What follows belongs to an exercise in optimizing a design on an open flow for small area, a short achievable clock period and few clock cycles per item; a production flow would make more cautious choices.
Only simulation tests tie the RTL to the original design; equivalence was not proved.

==> inputs of run B <==
## karatsuba_mul_sequencer
module karatsuba_mul_sequencer #(
  parameter int HW    = 64,
  parameter int CNT_W = 7
) (
  input  logic              clk,
  input  logic              rst_n,
  input  logic              in_valid,
  output logic              in_ready,
  input  logic [2*HW-1:0]   a,
  input  logic [2*HW-1:0]   b,
  output logic              out_valid,
  input  logic              out_ready,
  output logic [4*HW-1:0]   product,
  output logic              busy
);
  localparam int K = 32;
  localparam int N = 4;
  logic          run_r, fin_r, ov_r, pend_r, pfirst_r, first_r;
  logic [1:0]    cnt_r;
  logic [127:0]  a_r;
  logic [127:0]  b_r;
  logic [15:0]   one_r, two_r, neg_r;
  logic [15:0]   onen_r, twon_r, negn_r;   
  logic [128:0]  s_r, c_r;
  logic [K-1:0]  ls_r, lc_r;
  logic          cin_r;
  logic [95:0]  plo_r;
  logic [255:0]  product_r;
  logic last, accept, fin_done;
  assign last     = run_r & (cnt_r == 2'd3);
  logic adv;
  assign adv      = ~(fin_r & ov_r & ~out_ready);
  assign in_ready = ~fin_r & (~run_r | last);
  assign accept   = in_valid & in_ready;
  assign fin_done = fin_r & (~ov_r | out_ready);
  function automatic logic [47:0] enc(input logic [K-1:0] x, input logic p);
    logic [15:0] one, two, neg;
    logic b0, b1, bm;
    for (int t = 0; t < 16; t++) begin
      b1 = x[2*t+1];
      b0 = x[2*t];
      bm = (t == 0) ? p : x[2*t-1];
      one[t] = b0 ^ bm;
      two[t] = (b1 & ~b0 & ~bm) | (~b1 & b0 & bm);
      neg[t] = b1;
    end
    enc = {neg, two, one};
  endfunction
  logic [47:0] enc_ld, enc_nx;
  assign enc_ld = enc(b[K-1:0], 1'b0);
  assign enc_nx = enc(b_r[2*K-1:K], b_r[K-1]);
  logic [128:0] sg, cg;
  assign sg = {s_r[128] | first_r, s_r[127:0] & {128{~first_r}}};
  assign cg = c_r & {129{~first_r}};
  logic [128:0] aext, a2;
  assign aext = {a_r[127], a_r};
  assign a2   = {a_r, 1'b0};
  logic [128:0] u0;
  assign u0[63:0] = ((aext[63:0] & {64{one_r[0]}}) | (a2[63:0] & {64{two_r[0]}})) ^ {64{neg_r[0]}};
  assign u0[128:64] = (((aext[128:64] & {65{~onen_r[0]}}) | (a2[128:64] & {65{~twon_r[0]}})) ^ {65{~negn_r[0]}}) ^ {1'b1, 64'd0};
  logic [128:0] u1;
  assign u1[63:0] = ((aext[63:0] & {64{one_r[1]}}) | (a2[63:0] & {64{two_r[1]}})) ^ {64{neg_r[1]}};
  ...
clock: 11.0 ns
lec_check: 0
cap_margin: 20
core_margin: 2
core_utilization: 30
setup_slack_margin: 5
slew_margin: 60
run.sh (not shown) runs the stock make flow with config.mk's settings and CLKGATE_MAP_FILE= SYNTH_SCRIPT=/design/flow/synth_recipe.tcl, a recipe that flattens the netlist after the stock synthesis.
==> run Y (differences from run B) <==
--- a/flow/design.v
+++ b/flow/design.v
@@ -45,14 +45,18 @@
       neg[t] = b1;
     end
     enc = {neg, two, one};
   endfunction
   logic [47:0] enc_ld, enc_nx;
   assign enc_ld = enc(b[K-1:0], 1'b0);
   assign enc_nx = enc(b_r[2*K-1:K], b_r[K-1]);
+  logic [K-1:0] b_nx;
+  logic         bp_nx, bprev_r;
+  assign b_nx  = in_ready ? b[K-1:0] : (adv ? b_r[2*K-1:K] : b_r[K-1:0]);
+  assign bp_nx = in_ready ? 1'b0 : (adv ? b_r[K-1] : bprev_r);
   logic [128:0] sg, cg;
   assign sg = {s_r[128] | first_r, s_r[127:0] & {128{~first_r}}};
   assign cg = c_r & {129{~first_r}};
   logic [128:0] aext, a2;
   assign aext = {a_r[127], a_r};
   assign a2   = {a_r, 1'b0};
   logic [128:0] u0;
@@ -4658,20 +4662,18 @@
       else if (out_ready) ov_r <= 1'b0;
     end
   end
   always_ff @(posedge clk) begin
     if (in_ready) begin
       a_r <= a;
       b_r <= b;
-      {neg_r, two_r, one_r} <= enc_ld;
-      {negn_r, twon_r, onen_r} <= ~enc_ld;
+      bprev_r <= 1'b0;
     end else if (adv) begin
       b_r <= b_r >> K;
-      {neg_r, two_r, one_r} <= enc_nx;
-      {negn_r, twon_r, onen_r} <= ~enc_nx;
+      bprev_r <= b_r[K-1];
     end
     if (run_r & adv) begin
       s_r  <= ts[128+K:K];
       c_r  <= tc[128+K:K];
       ls_r <= ts[K-1:0];
       lc_r <= tc[K-1:0];
     end
@@ -4679,11 +4681,15 @@
       cin_r <= lsum[K];
       plo_r <= {lsum[K-1:0], plo_r[95:K]};
     end
     if (fin_done) begin
       product_r <= {hsum, plo_r};
     end
   end
+  always_ff @(posedge clk) begin
+    {neg_r, two_r, one_r} <= enc(b_nx, bp_nx);
+    {negn_r, twon_r, onen_r} <= ~enc(b_nx, bp_nx);
+  end
   assign out_valid = ov_r;
   assign busy      = run_r | fin_r | ov_r;
   assign product   = product_r;
 endmodule
==> flow/flow/run.sh (new file) <==
#!/bin/bash
# Layout flow: the standard layout (standard.sh) with one change in synthesis: Yosys's
# synth runs with -noabc, so extract_fa finds the RTL's full adders before any ABC pass has
# restructured them (fewer polarity inverters between adders). The rest of synthesis
# (synth_recipe.tcl: -nofsm -noshare, flatten, renames) and every later step are unchanged.
set -euo pipefail
cd "$(dirname "$0")/.."
work=$(pwd)
sed 's/yosys synth -nofsm -noshare /yosys synth -nofsm -noshare -noabc /' synth_recipe.tcl > flow_synth.tcl
grep -q -- '-noabc' flow_synth.tcl
sed "s#${work}/synth_recipe.tcl#${work}/flow_synth.tcl#g" standard.sh > flow_standard.sh
grep -q "${work}/flow_synth.tcl" flow_standard.sh
bash flow_standard.sh finish > flow_make.log 2>&1
test -f out/final.def
==> flow/standard.sh (new file) <==
#!/bin/bash
# synth_recipe.tcl (not shown) runs the flow's synth.tcl, then flattens the netlist and writes it again
# the make line also repeats each setting of config.mk as NAME=value (left out here)
make -C /OpenROAD-flow-scripts/flow DESIGN_CONFIG=/design/flow/config.mk WORK_HOME=/design/flow/orfs CLKGATE_MAP_FILE= SYNTH_SCRIPT=/design/flow/synth_recipe.tcl "${@:-finish}"
removed: flow/run.sh
==> notes <==
In run Y the synthesized cell count is smaller than in run B, by 11%.
Between run Y and run B, the lower critical path depth is in run Y (gap 2).
Clock-buffer cell count: run Y is lower than run B (25).
In run Y the cell count is smaller than in run B, by about 9%.
Global-route usage: run B is lower than run Y (0.38 points).
Of run B and run Y, run B has the higher area after synthesis (gap 3.9%, measured against run Y).
Of run B and run Y, run Y has the higher register-to-register slack (gap 0.38 ns).
In run Y the hold slack is better than in run B, by 0.0032 ns.
Between run Y and run B, the lower first-iteration DRC count is in run B (gap about 2.5%, measured against run B).
Testbench counts of run B, summed over its fixed seeds: cycles 792, items 192.
Testbench counts of run Y, summed over its fixed seeds: cycles 792, items 192.

-- static timing again, ports no longer ideal --
No port has a modelled driver above. Below, the same layouts with a new extraction and two added sets of constraints.
Step 1 (the two cells are an assumption about what drives the block):
set clk [get_ports {clk}]
set_driving_cell -lib_cell sky130_fd_sc_hd__clkbuf_16 $clk
set_driving_cell -lib_cell sky130_fd_sc_hd__buf_2 [delete_from_list [all_inputs] $clk]
Step 2 also shifts input and output timing later by t, the mid clock arrival at the registers, as if the neighbouring blocks saw the same clock.
a / b / c = no drivers / after step 1 / after step 2; a / b = the first two.
| run | t, ns | setup slack, ns | worst setup path after step 2 | worst register clock-pin slew, ns | worst data-port slew with drivers (ns) |
|---|---|---|---|---|---|
| run B | 0.993 | 5.394 / 5.394 / 5.394 | register to register | 0.08 / 0.08 | 0.18 |
| run Y | 0.963 | 5.770 / 5.747 / 5.575 | input to register | 0.08 / 0.08 | 0.15 |
After both steps setup and hold are still met in every run listed. The setup slack of run Y, which loses most, moves by -0.023 ns with the drivers and by -0.195 ns with both steps.
